This is an optimization exercise on Yosys and OpenROAD, whose aim is small area, a short achievable clock period and few clock cycles, not a production implementation.
RTL that was checked went through simulation tests only; none was proved equivalent to the original.
For runs 1 to 3, only the layout was checked, not whether the RTL still works.

[design/flow/design.v]
`timescale 1ns / 1ps
package sitda_pkg;
  localparam int unsigned VALUE_BITS_DEF = 32;
  localparam int unsigned CHAR_W         = 8;
  localparam int unsigned BCD_W          = 38;
  function automatic logic [3:0] dig_dbl(input logic [2:0] r, input logic c);
    logic [3:0] o;
    o[3] = ~((~r[2] & ~r[1]) | (~r[0] & ~c));
    o[2] = (r[2] & c) | (r[1] & ~r[0] & ~c);
    o[1] = (~r[2] & r[0] & c) | (~r[1] & r[0] & ~c);
    o[0] = ~((~r[2] & ~r[1] & ~c) | (r[1] & c));
    dig_dbl = o;
  endfunction
  function automatic logic [BCD_W-1:0] bcd_dbl(input logic [BCD_W-1:0] b, input logic c);
    logic [BCD_W-1:0] o;
    logic [3:0]       t;
    o[3:0] = dig_dbl(b[2:0], c);
    for (int i = 1; i < 9; i++) begin
      o[4*i +: 4] = dig_dbl(b[4*i +: 3], b[4*i-1]);
    end
    t = dig_dbl({1'b0, b[37:36]}, b[35]);
    o[37:36] = t[1:0];
    bcd_dbl = o;
  endfunction
  function automatic logic [BCD_W-1:0] dabble4(input logic [BCD_W-1:0] b,
                                               input logic [3:0] n);
    logic [BCD_W-1:0] r;
    r = b;
    for (int s = 3; s >= 0; s--) begin
      r = bcd_dbl(r, n[s]);
    end
    dabble4 = r;
  endfunction
  function automatic logic [7:0] nib_code(input logic [3:0] n);
    logic hi, q, r2, r1, r0;
    hi = n[3] & (n[2] | n[1]);
    q  = (~n[3] & n[2] & n[1]) | (~n[3] & n[2] & n[0]) | (n[3] & ~n[2] & ~n[1]) |
         (n[2] & n[1] & n[0]);
    r2 = (~n[3] & n[2] & ~n[1] & ~n[0]) | (n[3] & ~n[2] & ~n[1] & n[0]) |
         (n[3] & n[2] & n[1] & ~n[0]);
    r1 = ~((~n[3] & n[2] & ~n[0]) | (~n[3] & ~n[1]) | (n[3] & ~n[2] & n[0]) | (n[3] & n[1]));
    r0 = (~n[3] & n[2] & ~n[0]) | (n[3] & ~n[2] & ~n[1]) | (n[3] & ~n[1] & n[0]) |
         (~n[2] & n[0]) | (n[2] & n[1] & ~n[0]);
    nib_code = {3'b000, hi, q, r2, r1, r0};
  endfunction
  function automatic logic [3:0] dig_inc(input logic [3:0] d);
    logic [3:0] o;
    o[3] = d[3] ^ d[2];
    o[2] = ~d[2] & d[1] & d[0];
    o[1] = ~d[2] & (d[1] ^ d[0]);
    o[0] = ~d[2] & (~d[0] | d[1]);
    dig_inc = o;
  endfunction
  function automatic logic [3:0] dig_bin(input logic [3:0] d);
    logic [3:0] v;
    v = {1'b0, d[2], d[1], d[0] & ~d[2]};
    dig_bin = d[3] ? v + 4'd5 : v;
  endfunction
endpackage
`timescale 1ns / 1ps
module signed_int_to_decimal_ascii_top #(
  parameter int unsigned VALUE_BITS = sitda_pkg::VALUE_BITS_DEF
) (
  input  logic                         clk_i,
  input  logic                         rst_ni,
  input  logic                         in_valid_i,
  output logic                         in_ready_o,
  input  logic signed [VALUE_BITS-1:0] value_i,
  output logic                         out_valid_o,
  input  logic                         out_ready_i,
  output logic [sitda_pkg::CHAR_W-1:0] char_code_o,
  output logic                         last_char_o
);
  localparam int unsigned BcdW = sitda_pkg::BCD_W;
  localparam int unsigned PartW = 33;
  typedef struct packed {
    logic [3:0] n;
    logic       first;
    logic       last;
    logic       neg;
  } nib_t;
  typedef struct packed {
    logic       minus;
    logic [3:0] dig;
    logic       last;
  } och_t;
  logic            f_act_q;   
  logic [7:0]      fptr_q;    
  logic            h_v_q;     
  nib_t            h_q;
  logic            t_v_q;     
  nib_t            t_q;
  logic            cneg_q;    
  logic            czero_q;   
  logic            esingle_q;  
  logic            elast_q;   
  logic [PartW-1:0] bcd_q;
  logic            ebusy_q;
  logic            efirst_q;  
  logic            enegp_q;   
  logic            einc_q;    
  logic [9:0]      p1h_q;     
  logic [BcdW-1:0] dig_q;
  logic            o0_v_q;    
  och_t            o0_q;
  logic        neg;
  logic [31:0] u;
  logic [7:0]  flag;          
  logic [7:0]  first1h;       
  logic [7:0]  sel;
  nib_t        fnib;
  assign neg = value_i[VALUE_BITS-1];
  assign u   = value_i ^ {32{neg}};
  always_comb begin
    flag[0] = 1'b0;
    flag[1] = 1'b1;
    for (int j = 2; j < 8; j++) begin
      flag[j] = |u[4*j +: 4];
    end
    for (int j = 0; j < 8; j++) begin
      first1h[j] = flag[j] && !(|(flag & (8'hFF << (j+1))));
    end
  end
  assign sel = f_act_q ? fptr_q : first1h;
  always_comb begin
    for (int b = 0; b < 4; b++) begin
      logic [7:0] mb;
      for (int j = 0; j < 8; j++) begin
        mb[j] = u[4*j+b];
      end
      fnib.n[b] = |(mb & sel);
    end
    fnib.first = !f_act_q;
    fnib.last  = sel[0];
    fnib.neg   = neg;
  end
  logic [9:0] nz;             
  logic [9:0] nine;           
  logic [9:0] cin;            
  logic [9:0] top1h;          
  logic [9:0] etop1h;         
  logic [9:0] esel;
  logic [3:0] edig;
  logic       ecin;
  logic       take;
  logic       e_last;
  logic       e_free;
  logic       emit_now;
  och_t       ech;
  always_comb begin
    for (int d = 0; d < 9; d++) begin
      nz[d]   = |dig_q[4*d +: 4];
      nine[d] = dig_q[4*d +: 4] == 4'b1101;
    end
    nz[9]   = |dig_q[36 +: 2];
    nine[9] = 1'b0;
    for (int d = 1; d < 10; d++) begin
      top1h[d] = nz[d] && !(|(nz & (10'h3FF << (d+1))));
    end
    top1h[0] = !(|nz[9:1]);
    cin[0] = einc_q;
    for (int d = 1; d < 10; d++) begin
      cin[d] = einc_q && (&(nine | (10'h3FF << d)));
    end
    etop1h[0] = top1h[0] && !cin[1];
    for (int d = 1; d < 9; d++) begin
      etop1h[d] = (top1h[d] && !cin[d+1]) || (top1h[d-1] && cin[d]);
    end
    etop1h[9] = top1h[9] || (top1h[8] && cin[9]);
  end
  assign esel = efirst_q ? etop1h : p1h_q;
  always_comb begin
    for (int b = 0; b < 4; b++) begin
      logic [9:0] db;
      for (int d = 0; d < 9; d++) begin
        db[d] = dig_q[4*d+b];
      end
      db[9] = (b < 2) ? dig_q[36+b] : 1'b0;
      edig[b] = |(db & esel);
    end
    ecin = |(cin & esel);
  end
  assign take     = !o0_v_q || out_ready_i;
  assign emit_now = ebusy_q && take;
  assign e_last   = elast_q;
  assign e_free   = !ebusy_q || (take && elast_q);
  assign ech.minus = enegp_q;
  assign ech.dig   = ecin ? sitda_pkg::dig_inc(edig) : edig;
  assign ech.last = e_last;
  logic            finish;
  logic            start_t;
  logic            cons1;
  logic            cons2;
  logic            cons_any;
  logic [3:0]      hnib;
  logic [3:0]      tnib;
  logic [BcdW-1:0] bcd_nx;
  logic [7:0]      hcode;
  logic [7:0]      tcode;
  assign finish   = h_v_q && h_q.last && e_free;
  assign start_t  = finish && t_v_q && t_q.first;
  assign cons2    = start_t;
  assign cons1    = h_v_q && (!h_q.last || e_free) && !start_t;
  assign cons_any = h_v_q && (!h_q.last || e_free);
  assign hnib     = h_q.n;
  assign hcode    = sitda_pkg::nib_code(hnib);
  assign tnib     = t_q.n;
  assign tcode    = sitda_pkg::nib_code(tnib);
  assign bcd_nx   = sitda_pkg::dabble4({{(BcdW-PartW){1'b0}}, bcd_q}, hnib);
  logic fetch;
  logic f_is_last;
  assign f_is_last  = f_act_q && fptr_q[0];
  logic ir_q;
  logic f_act_d;
  logic fptr0_d;
  logic t_v_d;
  assign in_ready_o = ir_q;
  assign f_act_d    = fetch ? !f_is_last : f_act_q;
  assign fptr0_d    = fetch ? sel[1] : fptr_q[0];
  assign t_v_d      = cons2 ? 1'b0 :
                      (cons1 || !h_v_q) ? (t_v_q && fetch) : (t_v_q || fetch);
  assign fetch      = in_valid_i && (f_is_last ? !t_v_q : (!t_v_q || cons_any));
  always_ff @(posedge clk_i or negedge rst_ni) begin
    if (!rst_ni) begin
      f_act_q <= 1'b0;
      ir_q    <= 1'b0;
      h_v_q   <= 1'b0;
      t_v_q   <= 1'b0;
      ebusy_q <= 1'b0;
      o0_v_q  <= 1'b0;
    end else begin
      f_act_q <= f_act_d;
      ir_q    <= f_act_d && fptr0_d && !t_v_d;
      t_v_q   <= t_v_d;
      if (cons2) begin
        h_v_q <= fetch;
      end else if (cons1 || !h_v_q) begin
        h_v_q <= t_v_q || fetch;
      end
      if (finish) begin
        ebusy_q <= 1'b1;
      end else if (emit_now && e_last) begin
        ebusy_q <= 1'b0;
      end
      if (take) begin
        o0_v_q <= emit_now;
      end
    end
  end
  always_ff @(posedge clk_i) begin
    if (fetch) begin
      fptr_q <= sel >> 1;
    end
    if (cons2) begin
      h_q <= fnib;
    end else if (cons1 || !h_v_q) begin
      h_q <= t_v_q ? t_q : fnib;
      if (t_v_q) begin
        t_q <= fnib;
      end
    end else if (fetch) begin
      t_q <= fnib;
    end
    if (start_t || (h_v_q && !h_q.last)) begin
      bcd_q <= h_q.first ? {{(PartW-8){1'b0}}, hcode} :
               h_q.last  ? {{(PartW-8){1'b0}}, tcode} : bcd_nx[PartW-1:0];
    end
    if (start_t) begin
      cneg_q  <= t_q.neg;
      czero_q <= tnib == 4'd0;
    end else if (h_v_q && h_q.first) begin
      cneg_q  <= h_q.neg;
      czero_q <= hnib == 4'd0;
    end else if (h_v_q && !h_q.last) begin
      czero_q <= czero_q && (hnib == 4'd0);
    end
    if (finish) begin
      dig_q     <= bcd_nx;
      efirst_q  <= 1'b1;
      enegp_q   <= cneg_q;
      einc_q    <= cneg_q;
      esingle_q <= czero_q && (hnib < (cneg_q ? 4'd9 : 4'd10));
      elast_q   <= !cneg_q && czero_q && (hnib < 4'd10);
    end else if (emit_now) begin
      if (enegp_q) begin
        enegp_q <= 1'b0;
        elast_q <= esingle_q;
      end else begin
        efirst_q <= 1'b0;
        p1h_q    <= esel >> 1;
        elast_q  <= esel[1];
      end
    end
    if (emit_now) begin
      o0_q <= ech;
    end
  end
  assign out_valid_o = o0_v_q;
  assign char_code_o = o0_q.minus ? 8'h2D : {4'h3, sitda_pkg::dig_bin(o0_q.dig)};
  assign last_char_o = o0_q.last;
endmodule
[design/flow/config.mk]
export PLATFORM = sky130hd
export DESIGN_NAME = signed_int_to_decimal_ascii_top
export DESIGN_NICKNAME = signed_int_to_decimal_ascii_top
export VERILOG_FILES = /design/flow/design.v
export SDC_FILE = /design/flow/constraint.sdc
export NUM_CORES = 4
export LEC_CHECK = 0
export ABC_AREA = 1
export CAP_MARGIN = 20
export CORE_MARGIN = 2
export CORE_UTILIZATION = 40
export SETUP_SLACK_MARGIN = 2.0
export SLEW_MARGIN = 20
[design/flow/constraint.sdc]
create_clock -name core_clock -period 4.5 [get_ports {clk_i}]
set_input_delay 0.9000 -clock core_clock [delete_from_list [all_inputs] [get_ports {clk_i}]]
set_output_delay 0.9000 -clock core_clock [all_outputs]
set_load 0.01 [all_outputs]
[design/flow/flow/run.sh]
#!/bin/bash
# The standard layout, with buf_1 cells as the port buffers instead of the default choice.
# Each step's full output goes to a log file of its own in this folder.
set -euo pipefail
bash standard.sh synth > synth.log 2>&1
bash standard.sh "BUFFER_PORTS_ARGS=-buffer_cell sky130_fd_sc_hd__buf_1" finish > layout.log 2>&1
[design/flow/standard.sh]
#!/bin/bash
# synth_recipe.tcl (not shown) runs the flow's synth.tcl, then flattens the netlist and writes it again
# the make line also repeats each setting of config.mk as NAME=value (left out here)
make -C /OpenROAD-flow-scripts/flow DESIGN_CONFIG=/design/flow/config.mk WORK_HOME=/design/flow/orfs CLKGATE_MAP_FILE= SYNTH_SCRIPT=/design/flow/synth_recipe.tcl "${@:-finish}"
==> flow_metrics.py, run 1 <==
metrics = {
    "yosys": {
        "synth_ff_type": "edfxtp_1",
        "seq_area_frac_synth_pct": 42.98,
        "ys_types": 48,
        "synth-async-reset-ratio_pct": 5.000,
        "synth.most_common_cell": "nand2_1",
        "synth_top_family_by_area": "simple AND/OR/NAND/NOR gates",
        "ys.warnings.count": 1,
        "synthTopCellsByArea": "edfxtp_1 41%, nand2_1 14%, inv_1 8.2%",
        "synth-seq-cells": 120,
        "synth_top_area_share_pct": 40.92,
        "synth_edf_count": 113,
        "synthMuxAreaShare_pct": 0,
        "synth_adder_area_share_pct": 0.4527,
        "synth_largest_area_cell": "edfxtp_1",
        "synth_compound_area_share_pct": 10.49,
        "synth_cells": 1169,
        "synthSimpleGateAreaFrac_pct": 32.91,
        "syn_area_mm2": 0.008292,
        "avgSynthCellArea_um2": 7.093,
        "synth-xor-area-share_pct": 2.852,
        "yosys-top-cells-count": "315 x nand2_1, 182 x inv_1, 154 x nor2_1",
    },
    "global_routing": {
        "grt_max_degree": 44,
        "use_met1_pct": 27.20,
        "grt_pass1_vias": 6807,
        "use_met3_pct": 2.994,
        "top_usage_layer": "met1",
        "met2_usage_pct": 26.39,
        "grt_overflow": 0,
        "grt_pass1_wl_um": 32000,
        "antenna_found_initial": 0,
        "grt_usage_pct": 18.08,
    },
    "finish": {
        "layout-drive-gt1-share_pct": 12.70,
        "final_nets": 1278,
        "fin_cells": 1522,
        "antenna_cells": 0,
        "stdcell_area_mm2": 0.009945,
        "n_fill_cell": 2041,
        "final_core_util_pct": 48.99,
        "area_delta_synth_final_pct": 19.93,
    },
    "clocking": {
        "clock_latency_ns": 0.42,
        "cts.clk_slew.worst_paths_ns": 0.05,
        "cts_buffers": 17,
        "numClockSinks": 120,
        "cts_hold_buf": 0,
        "h-tree-depth": 4,
        "cts_tree": "built",
        "root_buffer": "clkbuf_16",
        "clockBufferDepth": 2,
    },
    "placement": {
        "gp_congestion": 0.8136,
        "place_area_mm2": 0.008805,
        "dp_cells": 1464,
        "dpl.hpwl_um": 14250,
        "pre_cts_slack_ns": 1.286,
        "io_buffers": 43,
    },
    "floorplanning": {
        "fp-row-count": 52,
        "die_x_um": 148.0,
        "start_util_pct": 40.85,
        "core_mm2": 0.02030,
        "dieArea_mm2": 0.02190,
        "io_pins": 47,
        "die_height_um": 148.0,
    },
    "timing": {
        "skew_ns": 0.006980,
        "fin_tns_setup_ns": 0,
        "fin_ws_ns": 2.015,
        "max_freq_mhz": 402.5,
        "tightestPinTransition_ns": 0.8864,
        "finalCriticalPeriod_ns": 2.485,
        "finalSetupViolations": 0,
        "timing.final.crit_share_pct": 55.21,
        "finalHoldViolations": 0,
        "final-max-slew-violation-count": 0,
        "max_slew_margin_pct": 40.82,
        "rsz0062_at_grt": "true",
    },
    "critical_path": {
        "critPathKind": "reg2reg",
        "slowest_stage": "edfxtp_1",
        "r2r_cells": 14,
        "path_cells": "inv_1 -> nand2_1 -> nor2_2 -> nand2_1 -> nor2_4 -> nand2_1 -> nand2_1 -> nand3_2 -> nand3_1 -> nand2_1 -> nor2_1 -> nand3_1 -> ha_1 -> o21ai_1",
        "r2r-start": "dig_q[9]$_DFFE_PP_",
        "cp-end-kind": "register",
        "cp_slowest_stage_delay_ns": 0.40,
        "startpoint_type": "register",
        "cp-startpoint": "dig_q[9]$_DFFE_PP_",
        "cp_max_fo": 6,
        "path_common_cell": "nand2_1",
        "cp.arrival_ns": 2.65,
        "critPathRequiredTime_ns": 4.67,
    },
    "route": {
        "drc": 0,
        "wire_per_inst_um": 12.52,
        "drtIter0Drc": 477,
        "num_vias": 7466,
        "wl_um": 19050,
        "vias_per_cell": 4.905,
        "drt_pass1_iterations": 5,
        "ant_nets": 0,
    },
    "min_path": {
        "hp-class": "in2async",
    },
    "status": {
        "status": "timing/DRC/antenna clean",
    },
    "job": {
        "drv_cap": 0,
    },
}
[cells by family (layout without fill, tap and decap cells)]
kind of cell / Yosys count / after routing
buffers and inverters: 209 / 291
adder cells (fa/ha/maj): 3 / 3
XOR/XNOR: 27 / 27
flip-flops: 120 / 120
other: 2 / 3
AND/OR/NAND/NOR: 645 / 645
AO/OA/AOI/OAI: 163 / 163
[per-layer routing]
layer | vias up | wire [um]
met5 | - | 0
met3 | 24 | 663
li1 | 3931 | -
met2 | 122 | 8088
met1 | 3389 | 9937
met4 | 0 | 361
[worst max-delay path: cells and delay by family, from the launching register on]
kind	cells	cell delay, ns
simple gates	11	1.35
flops	1	0.40
compound gates	1	0.07
fa+ha+maj	1	0.32
buf+inv	1	0.09
[layout by cell type (no fill, tap or decap), drive strengths merged, types with 2 or more instances in the layout]
| cell | synthesis | layout |
|---|---|---|
| a21boi | 2 | 2 |
| a21oi | 48 | 48 |
| and2 | 3 | 3 |
| buf | 15 | 68 |
| bufinv | 0 | 3 |
| clkbuf | 8 | 29 |
| clkinv | 2 | 4 |
| clkinvlp | 0 | 3 |
| conb | 2 | 3 |
| dfrtp | 6 | 6 |
| edfxtp | 113 | 113 |
| ha | 3 | 3 |
| inv | 184 | 183 |
| nand2 | 318 | 318 |
| nand3 | 110 | 110 |
| nand4 | 10 | 10 |
| nor2 | 156 | 156 |
| nor3 | 22 | 22 |
| nor4 | 7 | 7 |
| o21a | 2 | 2 |
| o21ai | 97 | 97 |
| o221ai | 2 | 2 |
| o22ai | 5 | 5 |
| o41ai | 2 | 2 |
| or2 | 17 | 17 |
| xnor2 | 8 | 8 |
| xor2 | 19 | 19 |
[registers in the layout, indices dropped and copies added (netlist names), 6 cells and up]
register  cells
bcd_q        33
fptr_q        7
dig_q        38
p1h_q         9
h_q           7
o0_q          6
t_q           7
[stage by stage]
stage / hold WS (ns)
floorplan: 0.4693
global placement: 0.4955
detailed placement: 0.4974
CTS: 0.3487
global route: 0.3760
finish: 0.3480
[what timing repair did]
action / CTS / global route
cloned: 1 / 1
pin swaps: 2 / 14
setup buffers: 3 / 21
setup endpoints to repair: 20 / 44
resized for setup: 20 / 68
[cell type report]
cell class,count,area (um2),area share [%]
multi-input combinational,841,4254,42.78
sequential,120,3563,35.83
inverter,186,718.2,7.222
clock buffer,25,505.5,5.083
timing repair buffer,73,450.4,4.529
tap,270,337.8,3.397
clock inverter,7,115.1,1.158
[worst paths after layout]
kind | to | slack (ns)
setup reg to reg | o0_q[2]$_DFFE_PP_ | 2.02
setup / recovery | o0_q[2]$_DFFE_PP_ | 2.02
max in group asynchronous | ebusy_q$_DFFE_PN0P_ | 3.91
min in group core_clock | o0_q[5]$_DFFE_PP_ | 0.52
hold reg to reg | o0_q[5]$_DFFE_PP_ | 0.52
hold / removal | ir_q$_DFF_PN0_ | 0.35
==> inputs of run 2 (changes only) <==
--- a/design/flow/config.mk
+++ b/design/flow/config.mk
@@ -9,5 +9,6 @@
 export CAP_MARGIN = 20
 export CORE_MARGIN = 2
 export CORE_UTILIZATION = 40
+export CTS_BUF_LIST = sky130_fd_sc_hd__clkbuf_4 sky130_fd_sc_hd__clkbuf_8
 export SETUP_SLACK_MARGIN = 2.0
 export SLEW_MARGIN = 20
==> flow_metrics.py, run 2 <==
metrics = {
    "status": {
        "status": "timing/DRC/antenna clean",
    },
    "floorplanning": {
        "core_mm2": 0.02030,
        "io_pins": 47,
        "die_x_um": 148.0,
        "dieArea_mm2": 0.02190,
        "fp-row-count": 52,
        "die_height_um": 148.0,
        "start_util_pct": 40.85,
    },
    "yosys": {
        "synth-seq-cells": 120,
        "ys_types": 48,
        "synth_compound_area_share_pct": 10.49,
        "synthMuxAreaShare_pct": 0,
        "yosys-top-cells-count": "315 x nand2_1, 182 x inv_1, 154 x nor2_1",
        "synth_largest_area_cell": "edfxtp_1",
        "synth_top_area_share_pct": 40.92,
        "synth_top_family_by_area": "simple AND/OR/NAND/NOR gates",
        "synthSimpleGateAreaFrac_pct": 32.91,
        "synth_cells": 1169,
        "synthTopCellsByArea": "edfxtp_1 41%, nand2_1 14%, inv_1 8.2%",
        "synth_edf_count": 113,
        "synth-async-reset-ratio_pct": 5.000,
        "avgSynthCellArea_um2": 7.093,
        "synth_adder_area_share_pct": 0.4527,
        "synth.most_common_cell": "nand2_1",
        "syn_area_mm2": 0.008292,
        "synth-xor-area-share_pct": 2.852,
        "seq_area_frac_synth_pct": 42.98,
        "synth_ff_type": "edfxtp_1",
        "ys.warnings.count": 1,
    },
    "finish": {
        "reg_top3": "dig_q x38, bcd_q x33, p1h_q x9",
        "area_delta_synth_final_pct": 16.95,
        "antenna_cells": 0,
        "stdcell_area_mm2": 0.009697,
        "largest-register": "dig_q",
        "layout-drive-gt1-share_pct": 12.23,
        "final_nets": 1269,
        "largest_reg_flops": 38,
        "layout_commonest_cell": "nand2_1",
        "final_cell_mix": "303 x nand2_1, 177 x inv_1, 138 x nor2_1",
    },
    "timing": {
        "max_slew_margin_pct": 38.41,
        "max_freq_mhz": 406.0,
        "timing.final.crit_share_pct": 54.73,
        "final-max-slew-violation-count": 0,
        "fin_ws_ns": 2.037,
        "finalCriticalPeriod_ns": 2.463,
        "finalHoldViolations": 0,
        "tightestPinTransition_ns": 0.9226,
        "finalSetupViolations": 0,
        "rsz0062_at_grt": "true",
        "skew_ns": 0.01395,
        "fin_tns_setup_ns": 0,
    },
    "placement": {
        "io_buffers": 43,
        "gp_congestion": 0.8136,
        "dpl.hpwl_um": 14250,
        "pre_cts_slack_ns": 1.286,
        "place_area_mm2": 0.008805,
    },
    "global_routing": {
        "grt_max_degree": 44,
        "grt_pass1_vias": 6787,
        "grt_overflow": 0,
        "grt_pass1_wl_um": 31890,
        "antenna_found_initial": 0,
        "grt_usage_pct": 18.03,
    },
    "critical_path": {
        "r2r-start": "dig_q[9]$_DFFE_PP_",
        "cp-startpoint": "o0_q[3]$_DFFE_PP_",
        "critPathRequiredTime_ns": 3.60,
        "startpoint_type": "register",
        "r2r_cells": 14,
        "critPathKind": "reg2out",
        "cp-end-kind": "output port",
        "cp_max_fo": 2,
        "cp.arrival_ns": 1.56,
    },
    "route": {
        "vias_per_cell": 4.882,
        "wl_met1_um": 9878,
        "drc": 0,
        "wl_met2_um": 8064,
        "drtIter0Drc": 474,
        "drt_pass1_iterations": 5,
        "wire_per_inst_um": 12.50,
        "ant_nets": 0,
        "wl_um": 18920,
        "wl_met3_um": 648,
        "num_vias": 7386,
        "top_layer_used": "met4",
    },
    "clocking": {
        "clock_latency_ns": 0.45,
        "root_buffer": "clkbuf_8",
        "clockBufferDepth": 2,
        "cts_buffers": 17,
        "h-tree-depth": 4,
        "cts.clk_slew.worst_paths_ns": 0.07,
        "cts_tree": "built",
        "numClockSinks": 120,
        "cts_hold_buf": 0,
    },
    "min_path": {
        "hp-class": "in2async",
    },
    "job": {
        "drv_cap": 0,
    },
}
## run 2: through the flow
step | util, % | hold slack (ns) | cells
after floorplan | - | 0.4693 | 1170
after global placement | 43.37 | 0.4955 | 1464
after detailed placement | 43.37 | 0.4974 | 1464
after CTS | 46.11 | 0.3061 | 1500
after global routing | 47.77 | 0.3264 | 1513
final | 47.77 | 0.3181 | 1513
## run 2: worst max-delay path: stages (launching register included)
cell,delay [ns]
edfxtp_1,0.40
inv_2,0.08
nand2_2,0.06
inv_2,0.05
ha_2,0.25
nor2_1,0.09
nor2_1,0.05
buf_2,0.13
## run 2: repair_timing
item	4_1_cts	5_1_grt
pin swaps	2	9
cloned	1	1
buffers inserted	3	12
gates resized for setup	19	67
endpoints found under the setup margin	20	44
## run 2: final timing paths
check / slack [ns] / end
max: 2.04 / char_code_o[1]
min: 0.32 / t_v_q$_DFF_PN0_
max reg2reg: 2.09 / o0_q[2]$_DFFE_PP_
min reg2reg: 0.52 / o0_q[5]$_DFFE_PP_
max in group asynchronous: 3.93 / f_act_q$_DFF_PN0_
min in group core_clock: 0.52 / o0_q[5]$_DFFE_PP_
## run 2: cells by family (layout without fill, tap and decap cells)
family | count (synthesis) | in the layout
simple gates | 645 | 645
flops | 120 | 120
other cells | 2 | 3
buf+inv | 209 | 282
fa+ha+maj | 3 | 3
compound gates | 163 | 163
xor+xnor | 27 | 27
## run 2: metal layers
layer,up-vias,track usage (%)
met5,-,0
met4,0,4.810
met3,22,3.735
met2,108,26.39
met1,3346,27.08
li1,3910,-
## run 2: area by class of cell
cell class / instances / area (um2)
Sequential cell: 120 / 3563
Clock buffer: 25 / 325.3
Fill cell: 2064 / 10600
Multi-Input combinational cell: 841 / 4255
Inverter: 186 / 718.2
Timing Repair Buffer: 64 / 381.6
Clock inverter: 7 / 115.1
Tap cell: 270 / 337.8
==> inputs of run 3 (changes only) <==
--- a/design/flow/design.v
+++ b/design/flow/design.v
@@ -75,9 +75,7 @@
   localparam int unsigned PartW = 33;
   typedef struct packed {
     logic [3:0] n;
-    logic       first;
     logic       last;
-    logic       neg;
   } nib_t;
   typedef struct packed {
     logic       minus;
@@ -90,6 +88,8 @@
   nib_t            h_q;
   logic            t_v_q;     
   nib_t            t_q;
+  logic            hfirst_q;  
+  logic            qneg_q;    
   logic            cneg_q;    
   logic            czero_q;   
   logic            esingle_q;  
@@ -130,9 +130,7 @@
       end
       fnib.n[b] = |(mb & sel);
     end
-    fnib.first = !f_act_q;
     fnib.last  = sel[0];
-    fnib.neg   = neg;
   end
   logic [9:0] nz;             
   logic [9:0] nine;           
@@ -198,7 +196,7 @@
   logic [7:0]      hcode;
   logic [7:0]      tcode;
   assign finish   = h_v_q && h_q.last && e_free;
-  assign start_t  = finish && t_v_q && t_q.first;
+  assign start_t  = finish && t_v_q;
   assign cons2    = start_t;
   assign cons1    = h_v_q && (!h_q.last || e_free) && !start_t;
   assign cons_any = h_v_q && (!h_q.last || e_free);
@@ -222,8 +220,9 @@
   assign fetch      = in_valid_i && (f_is_last ? !t_v_q : (!t_v_q || cons_any));
   always_ff @(posedge clk_i or negedge rst_ni) begin
     if (!rst_ni) begin
-      f_act_q <= 1'b0;
-      ir_q    <= 1'b0;
+      f_act_q  <= 1'b0;
+      ir_q     <= 1'b0;
+      hfirst_q <= 1'b1;
       h_v_q   <= 1'b0;
       t_v_q   <= 1'b0;
       ebusy_q <= 1'b0;
@@ -233,6 +232,11 @@
       ir_q    <= f_act_d && fptr0_d && !t_v_d;
       t_v_q   <= t_v_d;
       if (cons2) begin
+        hfirst_q <= 1'b0;
+      end else if (cons1) begin
+        hfirst_q <= h_q.last;
+      end
+      if (cons2) begin
         h_v_q <= fetch;
       end else if (cons1 || !h_v_q) begin
         h_v_q <= t_v_q || fetch;
@@ -251,6 +255,9 @@
     if (fetch) begin
       fptr_q <= sel >> 1;
     end
+    if (fetch && !f_act_q) begin
+      qneg_q <= neg;
+    end
     if (cons2) begin
       h_q <= fnib;
     end else if (cons1 || !h_v_q) begin
@@ -262,14 +269,14 @@
       t_q <= fnib;
     end
     if (start_t || (h_v_q && !h_q.last)) begin
-      bcd_q <= h_q.first ? {{(PartW-8){1'b0}}, hcode} :
+      bcd_q <= hfirst_q  ? {{(PartW-8){1'b0}}, hcode} :
                h_q.last  ? {{(PartW-8){1'b0}}, tcode} : bcd_nx[PartW-1:0];
     end
     if (start_t) begin
-      cneg_q  <= t_q.neg;
+      cneg_q  <= qneg_q;
       czero_q <= tnib == 4'd0;
-    end else if (h_v_q && h_q.first) begin
-      cneg_q  <= h_q.neg;
+    end else if (h_v_q && hfirst_q) begin
+      cneg_q  <= qneg_q;
       czero_q <= hnib == 4'd0;
     end else if (h_v_q && !h_q.last) begin
       czero_q <= czero_q && (hnib == 4'd0);
==> flow_metrics.py, run 3 <==
metrics = {
    "yosys": {
        "seq_area_frac_synth_pct": 42.13,
        "synth_edf_count": 110,
        "synth_ff_type": "edfxtp_1",
        "synth.most_common_cell": "nand2_1",
        "synth_cells": 1169,
        "synth-seq-cells": 118,
        "synth_top_area_share_pct": 39.77,
        "synth-async-reset-ratio_pct": 5.932,
        "yosys-top-cells-count": "293 x nand2_1, 189 x inv_1, 160 x nor2_1",
        "avgSynthCellArea_um2": 7.106,
        "synth_largest_area_cell": "edfxtp_1",
        "syn_area_mm2": 0.008307,
        "ys.warnings.count": 1,
        "synthTopCellsByArea": "edfxtp_1 40%, nand2_1 13%, inv_1 8.5%",
        "ys_types": 52,
    },
    "timing": {
        "final-max-slew-violation-count": 0,
        "max_slew_margin_pct": 35.90,
        "finalHoldViolations": 0,
        "finalSetupViolations": 0,
        "rsz0062_at_grt": "true",
        "tightestPinTransition_ns": 0.9604,
        "max_freq_mhz": 401.7,
        "fin_tns_setup_ns": 0,
        "finalCriticalPeriod_ns": 2.489,
        "hold_ws_ns": 0.3363,
        "timing.final.crit_share_pct": 55.32,
        "skew_ns": 0.01220,
    },
    "route": {
        "wl_um": 18530,
        "wire_per_inst_um": 12.35,
        "drt_pass1_iterations": 8,
        "drc": 0,
        "ant_nets": 0,
        "vias_per_cell": 4.856,
        "num_vias": 7284,
        "drtIter0Drc": 446,
    },
    "clocking": {
        "cts.clk_slew.worst_paths_ns": 0.07,
        "numClockSinks": 118,
        "clockBufferDepth": 2,
        "cts_hold_buf": 0,
        "clock_latency_ns": 0.45,
        "root_buffer": "clkbuf_8",
        "cts_tree": "built",
        "h-tree-depth": 4,
        "cts_buffers": 17,
    },
    "critical_path": {
        "cp.arrival_ns": 2.69,
        "startpoint_type": "register",
        "slowest_stage": "edfxtp_1",
        "crit_family": "simple AND/OR/NAND/NOR gates",
        "cp_slowest_stage_delay_ns": 0.40,
        "critPathKind": "reg2reg",
        "cp-end-kind": "register",
        "path_buf_inv": 1,
        "path_cells": "inv_1 -> nand2_1 -> nor2_4 -> nand2_2 -> nor2_4 -> nand2_1 -> nand2_1 -> nand3_2 -> nand3_1 -> nand2_1 -> nor2_2 -> nand3_2 -> ha_1 -> o21ai_1",
        "critPathRequiredTime_ns": 4.70,
        "cp_max_fo": 7,
        "path_common_cell": "nand2_1",
    },
    "placement": {
        "gp_congestion": 0.8229,
        "io_buffers": 43,
        "dpl.hpwl_um": 14390,
    },
    "floorplanning": {
        "fp-row-count": 52,
        "dieArea_mm2": 0.02194,
        "die_x_um": 148.1,
        "io_pins": 47,
        "core_mm2": 0.02030,
        "start_util_pct": 40.92,
        "die_height_um": 148.1,
    },
    "global_routing": {
        "grt_pass1_vias": 6584,
        "grt_usage_pct": 17.32,
        "antenna_found_initial": 0,
        "grt_max_degree": 34,
        "grt_overflow": 0,
        "grt_pass1_wl_um": 30580,
    },
    "finish": {
        "seq_area_mm2": 0.003501,
        "layout-drive-gt1-share_pct": 10.08,
        "n_fill_cell": 2033,
        "layout_commonest_cell": "nand2_1",
        "final_nets": 1256,
        "reg_top3": "dig_q x38, bcd_q x33, p1h_q x9",
        "final_cell_mix": "286 x nand2_1, 186 x inv_1, 153 x nor2_1",
        "largest-register": "dig_q",
        "antenna_cells": 0,
        "area_delta_synth_final_pct": 12.59,
        "multi_input_area_mm2": 0.004168,
        "largest_reg_flops": 38,
    },
    "job": {
        "drv_cap": 0,
    },
    "min_path": {
        "hp-class": "in2async",
    },
    "status": {
        "status": "timing/DRC/antenna clean",
    },
}
-- run 3: changes by cell type after synthesis, moves of 4 or more --
cell / change
nor2_2: +4
o21ai_1: +7
xor2_1: -7
o21ai_0: -8
nand2_1: -22
nand3_1: -10
or2_2: -5
inv_1: +7
xnor2_1: +5
a21oi_1: +8
a21boi_1: +4
nand3_2: +7
nor2_1: +6
-- run 3: layout make-up --
| class | count | area share, % |
|---|---|---|
| Multi-Input combinational cell | 836 | 44.56 |
| Sequential cell | 118 | 37.43 |
| Inverter | 194 | 7.960 |
| Tap cell | 270 | 3.612 |
| Clock buffer | 23 | 3.117 |
| Timing Repair Buffer | 50 | 2.488 |
| Clock inverter | 9 | 0.8294 |
-- run 3: cell families (layout without fill, tap and decap cells) --
| kind of cell | after synthesis | count (layout) | share of synthesized area, % |
|---|---|---|---|
| buffers and inverters | 216 | 276 | 10.39 |
| adder cells (fa/ha/maj) | 3 | 3 | 0.4519 |
| other | 2 | 3 | 0.09041 |
| AND/OR/NAND/NOR | 627 | 627 | 32.40 |
| AO/OA/AOI/OAI | 176 | 176 | 11.51 |
| flip-flops | 118 | 118 | 42.13 |
| XOR/XNOR | 27 | 27 | 3.028 |
-- run 3: worst paths after layout --
| path | from | end | slack (ns) | depth (start not counted) |
|---|---|---|---|---|
| setup / recovery | dig_q[1]$_DFFE_PP_ | o0_q[2]$_DFFE_PP_ | 2.01 | 14 |
| min in group core_clock | qneg_q$_DFFE_PP_ | cneg_q$_DFFE_PP_ | 0.44 | 0 |
| setup reg to reg | dig_q[1]$_DFFE_PP_ | o0_q[2]$_DFFE_PP_ | 2.01 | 14 |
| hold reg to reg | qneg_q$_DFFE_PP_ | cneg_q$_DFFE_PP_ | 0.44 | 0 |
| max in group asynchronous | rst_ni | hfirst_q$_DFFE_PN1P_ | 3.85 | 1 |
| hold / removal | rst_ni | h_v_q$_DFFE_PN0P_ | 0.34 | 1 |
-- run 3: per-layer routing --
metal / share of wire, % / GRT usage [%] / vias up
li1: - / - / 3891
met1: 50 / 24.31 / 3248
met2: 45 / 27.27 / 129
met3: 3.6 / 3.650 / 16
met4: 1.0 / 4.810 / 0
met5: 0 / 0 / -
-- run 3: per-stage QoR --
step / cells / utilization (%) / cell area (um2) / setup WS (ns)
after detailed placement: 1465 / 43.32 / 8793 / 1.439
after floorplan: 1170 / - / 8398 / 1.183
final: 1500 / 46.07 / 9353 / 2.011
after global routing: 1500 / 46.07 / 9353 / 1.843
after global placement: 1465 / 43.32 / 8793 / 1.456
after CTS: 1498 / 45.22 / 9180 / 1.956
-- run 3: timing repair --
action                                 CTS  global route
gates resized for setup                  4            41
pin swaps                                0             4
endpoints found under the hold margin    0             0
buffers inserted                         1             2
setup endpoints to repair                8            20
==> inputs of run 4 (changes only) <==
--- a/design/flow/design.v
+++ b/design/flow/design.v
@@ -32,16 +32,15 @@
     dabble4 = r;
   endfunction
   function automatic logic [7:0] nib_code(input logic [3:0] n);
-    logic hi, q, r2, r1, r0;
-    hi = n[3] & (n[2] | n[1]);
-    q  = (~n[3] & n[2] & n[1]) | (~n[3] & n[2] & n[0]) | (n[3] & ~n[2] & ~n[1]) |
-         (n[2] & n[1] & n[0]);
-    r2 = (~n[3] & n[2] & ~n[1] & ~n[0]) | (n[3] & ~n[2] & ~n[1] & n[0]) |
-         (n[3] & n[2] & n[1] & ~n[0]);
-    r1 = ~((~n[3] & n[2] & ~n[0]) | (~n[3] & ~n[1]) | (n[3] & ~n[2] & n[0]) | (n[3] & n[1]));
-    r0 = (~n[3] & n[2] & ~n[0]) | (n[3] & ~n[2] & ~n[1]) | (n[3] & ~n[1] & n[0]) |
-         (~n[2] & n[0]) | (n[2] & n[1] & ~n[0]);
-    nib_code = {3'b000, hi, q, r2, r1, r0};
+    logic       hi;
+    logic [3:0] m;
+    logic       q;
+    logic [2:0] r;
+    hi = n >= 4'd10;
+    m  = hi ? n - 4'd10 : n;
+    q  = m >= 4'd5;
+    r  = q ? 3'(m - 4'd5) : m[2:0];
+    nib_code = {3'b000, hi, q, r == 3'd4, r[1] & ~r[2], (r[0] | r[2])};
   endfunction
   function automatic logic [3:0] dig_inc(input logic [3:0] d);
     logic [3:0] o;
@@ -75,7 +74,9 @@
   localparam int unsigned PartW = 33;
   typedef struct packed {
     logic [3:0] n;
+    logic       first;
     logic       last;
+    logic       neg;
   } nib_t;
   typedef struct packed {
     logic       minus;
@@ -88,8 +89,6 @@
   nib_t            h_q;
   logic            t_v_q;     
   nib_t            t_q;
-  logic            hfirst_q;  
-  logic            qneg_q;    
   logic            cneg_q;    
   logic            czero_q;   
   logic            esingle_q;  
@@ -130,7 +129,9 @@
       end
       fnib.n[b] = |(mb & sel);
     end
+    fnib.first = !f_act_q;
     fnib.last  = sel[0];
+    fnib.neg   = neg;
   end
   logic [9:0] nz;             
   logic [9:0] nine;           
@@ -196,7 +197,7 @@
   logic [7:0]      hcode;
   logic [7:0]      tcode;
   assign finish   = h_v_q && h_q.last && e_free;
-  assign start_t  = finish && t_v_q;
+  assign start_t  = finish && t_v_q && t_q.first;
   assign cons2    = start_t;
   assign cons1    = h_v_q && (!h_q.last || e_free) && !start_t;
   assign cons_any = h_v_q && (!h_q.last || e_free);
@@ -220,9 +221,8 @@
   assign fetch      = in_valid_i && (f_is_last ? !t_v_q : (!t_v_q || cons_any));
   always_ff @(posedge clk_i or negedge rst_ni) begin
     if (!rst_ni) begin
-      f_act_q  <= 1'b0;
-      ir_q     <= 1'b0;
-      hfirst_q <= 1'b1;
+      f_act_q <= 1'b0;
+      ir_q    <= 1'b0;
       h_v_q   <= 1'b0;
       t_v_q   <= 1'b0;
       ebusy_q <= 1'b0;
@@ -232,11 +232,6 @@
       ir_q    <= f_act_d && fptr0_d && !t_v_d;
       t_v_q   <= t_v_d;
       if (cons2) begin
-        hfirst_q <= 1'b0;
-      end else if (cons1) begin
-        hfirst_q <= h_q.last;
-      end
-      if (cons2) begin
         h_v_q <= fetch;
       end else if (cons1 || !h_v_q) begin
         h_v_q <= t_v_q || fetch;
@@ -255,9 +250,6 @@
     if (fetch) begin
       fptr_q <= sel >> 1;
     end
-    if (fetch && !f_act_q) begin
-      qneg_q <= neg;
-    end
     if (cons2) begin
       h_q <= fnib;
     end else if (cons1 || !h_v_q) begin
@@ -269,14 +261,14 @@
       t_q <= fnib;
     end
     if (start_t || (h_v_q && !h_q.last)) begin
-      bcd_q <= hfirst_q  ? {{(PartW-8){1'b0}}, hcode} :
+      bcd_q <= h_q.first ? {{(PartW-8){1'b0}}, hcode} :
                h_q.last  ? {{(PartW-8){1'b0}}, tcode} : bcd_nx[PartW-1:0];
     end
     if (start_t) begin
-      cneg_q  <= qneg_q;
+      cneg_q  <= t_q.neg;
       czero_q <= tnib == 4'd0;
-    end else if (h_v_q && hfirst_q) begin
-      cneg_q  <= qneg_q;
+    end else if (h_v_q && h_q.first) begin
+      cneg_q  <= h_q.neg;
       czero_q <= hnib == 4'd0;
     end else if (h_v_q && !h_q.last) begin
       czero_q <= czero_q && (hnib == 4'd0);
==> design/flow/flow/run.sh (replaced) <==
#!/bin/bash
# Layout flow: the standard flow, with two changes.
#  - Synthesis runs the standard synthesis script with one change: ABC maps the
#    combinational logic with its default script and a 2.5 ns delay target (flow/synth.tcl).
#    Registers are mapped before ABC runs, so they are the standard synthesis's registers.
#  - Port buffers are buf_1 cells instead of the default choice.
# Each step's full output goes to a log file of its own in this folder.
set -euo pipefail
make -C "$FLOW_HOME" DESIGN_CONFIG="$PWD/config.mk" WORK_HOME="$PWD/orfs" CLKGATE_MAP_FILE= \
  SYNTH_SCRIPT="$PWD/flow/synth.tcl" synth > synth.log 2>&1
bash standard.sh "BUFFER_PORTS_ARGS=-buffer_cell sky130_fd_sc_hd__buf_1" finish > layout.log 2>&1
==> design/flow/flow/synth.tcl (new file) <==
proc synth {args} { yosys synth -nofsm -noshare {*}$args }
# Technology mapping of the combinational logic with ABC's default script and a delay target
# in picoseconds; everything else is the standard synthesis.
proc abc {args} {
  set keep {}
  set skip 0
  foreach a $args {
    if {$skip} { set skip 0; continue }
    if {$a eq "-script" || $a eq "-D"} { set skip 1; continue }
    lappend keep $a
  }
  yosys abc {*}$keep -D 2500
}
source $::env(SCRIPTS_DIR)/synth.tcl
# left out here: clear keep_hierarchy, flatten, clean up, hide names made inside functions, write 1_2_yosys.v
--- a/design/flow/config.mk
+++ b/design/flow/config.mk
@@ -9,6 +9,5 @@
 export CAP_MARGIN = 20
 export CORE_MARGIN = 2
 export CORE_UTILIZATION = 40
-export CTS_BUF_LIST = sky130_fd_sc_hd__clkbuf_4 sky130_fd_sc_hd__clkbuf_8
 export SETUP_SLACK_MARGIN = 2.0
 export SLEW_MARGIN = 20
==> flow_metrics.py, run 4 <==
metrics = {
    "critical_path": {
        "cp-end-kind": "register",
        "slowest_stage": "or4b_4",
        "cp_max_fo": 4,
        "critPathKind": "reg2reg",
        "startpoint_type": "register",
        "critPathRequiredTime_ns": 4.63,
        "path_cells": "and4b_1 -> and3_4 -> nand3_4 -> or3_4 -> a221oi_4 -> o31ai_2 -> a221o_1 -> or4b_4 -> o31ai_4 -> nand2b_1 -> a31oi_1",
        "cp.arrival_ns": 3.32,
        "cp_slowest_stage_delay_ns": 0.56,
    },
    "global_routing": {
        "use_met1_pct": 25.73,
        "grt_pass1_vias": 6023,
        "grt_max_degree": 44,
        "grt_overflow": 0,
        "grt_pass1_wl_um": 30030,
        "top_usage_layer": "met2",
        "grt_usage_pct": 18.86,
        "antenna_found_initial": 0,
        "use_met3_pct": 3.365,
        "met2_usage_pct": 30.05,
    },
    "floorplanning": {
        "dieArea_mm2": 0.02022,
        "die_x_um": 142.2,
        "die_height_um": 142.2,
        "core_mm2": 0.01871,
        "io_pins": 47,
        "start_util_pct": 40.83,
        "fp-row-count": 50,
    },
    "timing": {
        "max_freq_mhz": 314.0,
        "rsz0062_at_grt": "true",
        "skew_ns": 0.008432,
        "finalSetupViolations": 0,
        "timing.final.crit_share_pct": 70.77,
        "finalCriticalPeriod_ns": 3.184,
        "tightestPinTransition_ns": 0.6658,
        "finalHoldViolations": 0,
        "max_slew_margin_pct": 55.13,
        "final-max-slew-violation-count": 0,
        "fin_tns_setup_ns": 0,
    },
    "yosys": {
        "synth-seq-cells": 120,
        "synth_top_area_share_pct": 44.43,
        "yosys-top-cells-count": "113 x edfxtp_1, 74 x nor2_1, 62 x a21oi_1",
        "ys_types": 77,
        "seq_area_frac_synth_pct": 46.66,
        "synth_largest_area_cell": "edfxtp_1",
        "synth_ff_type": "edfxtp_1",
        "synth-async-reset-ratio_pct": 5.000,
        "synth.most_common_cell": "edfxtp_1",
        "ys.warnings.count": 1,
        "synthTopCellsByArea": "edfxtp_1 44%, a21oi_1 4.1%, nor2_1 3.6%",
        "synth_edf_count": 113,
        "syn_area_mm2": 0.007637,
        "synth_cells": 789,
        "avgSynthCellArea_um2": 9.680,
    },
    "clocking": {
        "numClockSinks": 120,
        "cts_buffers": 17,
        "cts_tree": "built",
        "cts_hold_buf": 0,
        "root_buffer": "clkbuf_16",
        "clock_latency_ns": 0.42,
        "h-tree-depth": 4,
        "clockBufferDepth": 2,
        "cts.clk_slew.worst_paths_ns": 0.06,
    },
    "finish": {
        "largest-register": "dig_q",
        "layout-drive-gt1-share_pct": 30.76,
        "antenna_cells": 0,
        "final_cell_mix": "113 x edfxtp_1, 66 x nor2_1, 64 x buf_4",
        "largest_reg_flops": 38,
        "final_nets": 951,
        "layout_commonest_cell": "edfxtp_1",
        "stdcell_area_mm2": 0.01031,
        "area_delta_synth_final_pct": 34.96,
        "reg_top3": "dig_q x38, bcd_q x33, p1h_q x9",
    },
    "status": {
        "status": "timing/DRC/antenna clean",
    },
    "placement": {
        "io_buffers": 43,
        "gp_congestion": 0.8696,
        "place_area_mm2": 0.008258,
        "dpl.hpwl_um": 12910,
    },
    "route": {
        "ant_nets": 0,
        "wire_per_inst_um": 16.93,
        "drt_pass1_iterations": 6,
        "num_vias": 6509,
        "wl_um": 19540,
        "drc": 0,
        "vias_per_cell": 5.640,
        "drtIter0Drc": 452,
    },
    "min_path": {
        "hp-class": "in2async",
    },
    "job": {
        "drv_cap": 0,
    },
}
run 4: worst paths after layout:
kind                       slack [ns]                from  cells past startpoint                 to
max                              1.32  dig_q[5]$_DFFE_PP_                     11  o0_q[3]$_DFFE_PP_
max in group asynchronous        3.84              rst_ni                      1  f_act_q$_DFF_PN0_
min                              0.37              rst_ni                      1     ir_q$_DFF_PN0_
min reg2reg                      0.49   elast_q$_DFFE_PP_                      0  o0_q[0]$_DFFE_PP_
max reg2reg                      1.32  dig_q[5]$_DFFE_PP_                     11  o0_q[3]$_DFFE_PP_
min in group core_clock          0.49   elast_q$_DFFE_PP_                      0  o0_q[0]$_DFFE_PP_
run 4: worst max-delay path: cells and delay by family, from the launching register on:
kind / cells / cell delay [ns]
and+or+nand+nor: 6 / 1.63
AOI/OAI and AO/OA: 5 / 0.88
DFF: 1 / 0.41
run 4: layout make-up:
cell class                      count  area (um2)
Multi-Input combinational cell    621        4906
Inverter                           31       120.1
Sequential cell                   120        3565
Tap cell                          234       292.8
Clock buffer                       17       425.4
Fill cell                        1581        8398
Clock inverter                     15       168.9
Timing Repair Buffer              116       829.5
run 4: what timing repair did:
| item | in CTS | in global routing |
|---|---|---|
| gates cloned | 3 | 0 |
| buffers inserted | 26 | 41 |
| gates resized for setup | 83 | 82 |
| setup endpoints to repair | 41 | 53 |
| pin swaps | 36 | 34 |
run 4: through the flow:
| stage | util (%) | hold WS [ns] | cells | setup WS, ns |
|---|---|---|---|---|
| floorplan | - | 0.4484 | 790 | 1.290 |
| detailed placement | 44.15 | 0.4908 | 1052 | 0.7524 |
| global route | 55.10 | 0.3765 | 1154 | 1.195 |
| global placement | 44.15 | 0.4892 | 1052 | 0.8006 |
| finish | 55.10 | 0.3666 | 1154 | 1.316 |
| CTS | 51.18 | 0.3653 | 1113 | 1.355 |
run 4: logic make-up after synthesis:
kind of cell	count (synthesis)	share of synthesized area, %
compound gates	234	19.95
mux	23	3.277
fa+ha+maj	8	1.311
buf+inv	49	2.687
other cells	2	0.09833
xor+xnor	33	3.784
flops	120	46.66
simple gates	320	22.23
run 4: routing by layer:
layer	vias to the layer above	wire, um	share of wire (%)
met4	0	395	2.0
li1	3237	-	-
met5	-	0	0
met1	3069	8844	45
met3	33	819	4.2
met2	170	9475	49
Testbench counts of run 4, summed over its fixed seeds: cycles 75,110.

## separate check: timing with driven ports
No port has a modelled driver above. Below, the same layouts with a new extraction and two added sets of constraints.
Step 1 assumes that a clkbuf_16 drives the clock port and a buf_2 every other input.
Step 2 also shifts input and output timing later by t, the mid clock arrival at the registers, as if the neighbouring blocks saw the same clock.
Slacks: no drivers / after step 1 / after step 2; pairs: no drivers / after step 1.
run | shift t [ns] | slack for setup (ns) | worst setup path at the end | worst data-port slew with drivers (ns)
run 1 | 0.462 | 2.015 / 2.015 / 1.656 | input to register | 0.04
run 2 | 0.483 | 2.037 / 1.996 / 1.616 | input to register | 0.04
run 3 | 0.480 | 2.011 / 2.011 / 1.669 | input to register | 0.04
run 4 | 0.459 | 1.316 / 1.316 / 0.997 | input to register | 0.20
After both steps setup and hold are still met in every run listed. For run 2, which loses most, drivers alone change the setup slack by -0.041 ns; drivers and shift together by -0.421 ns.
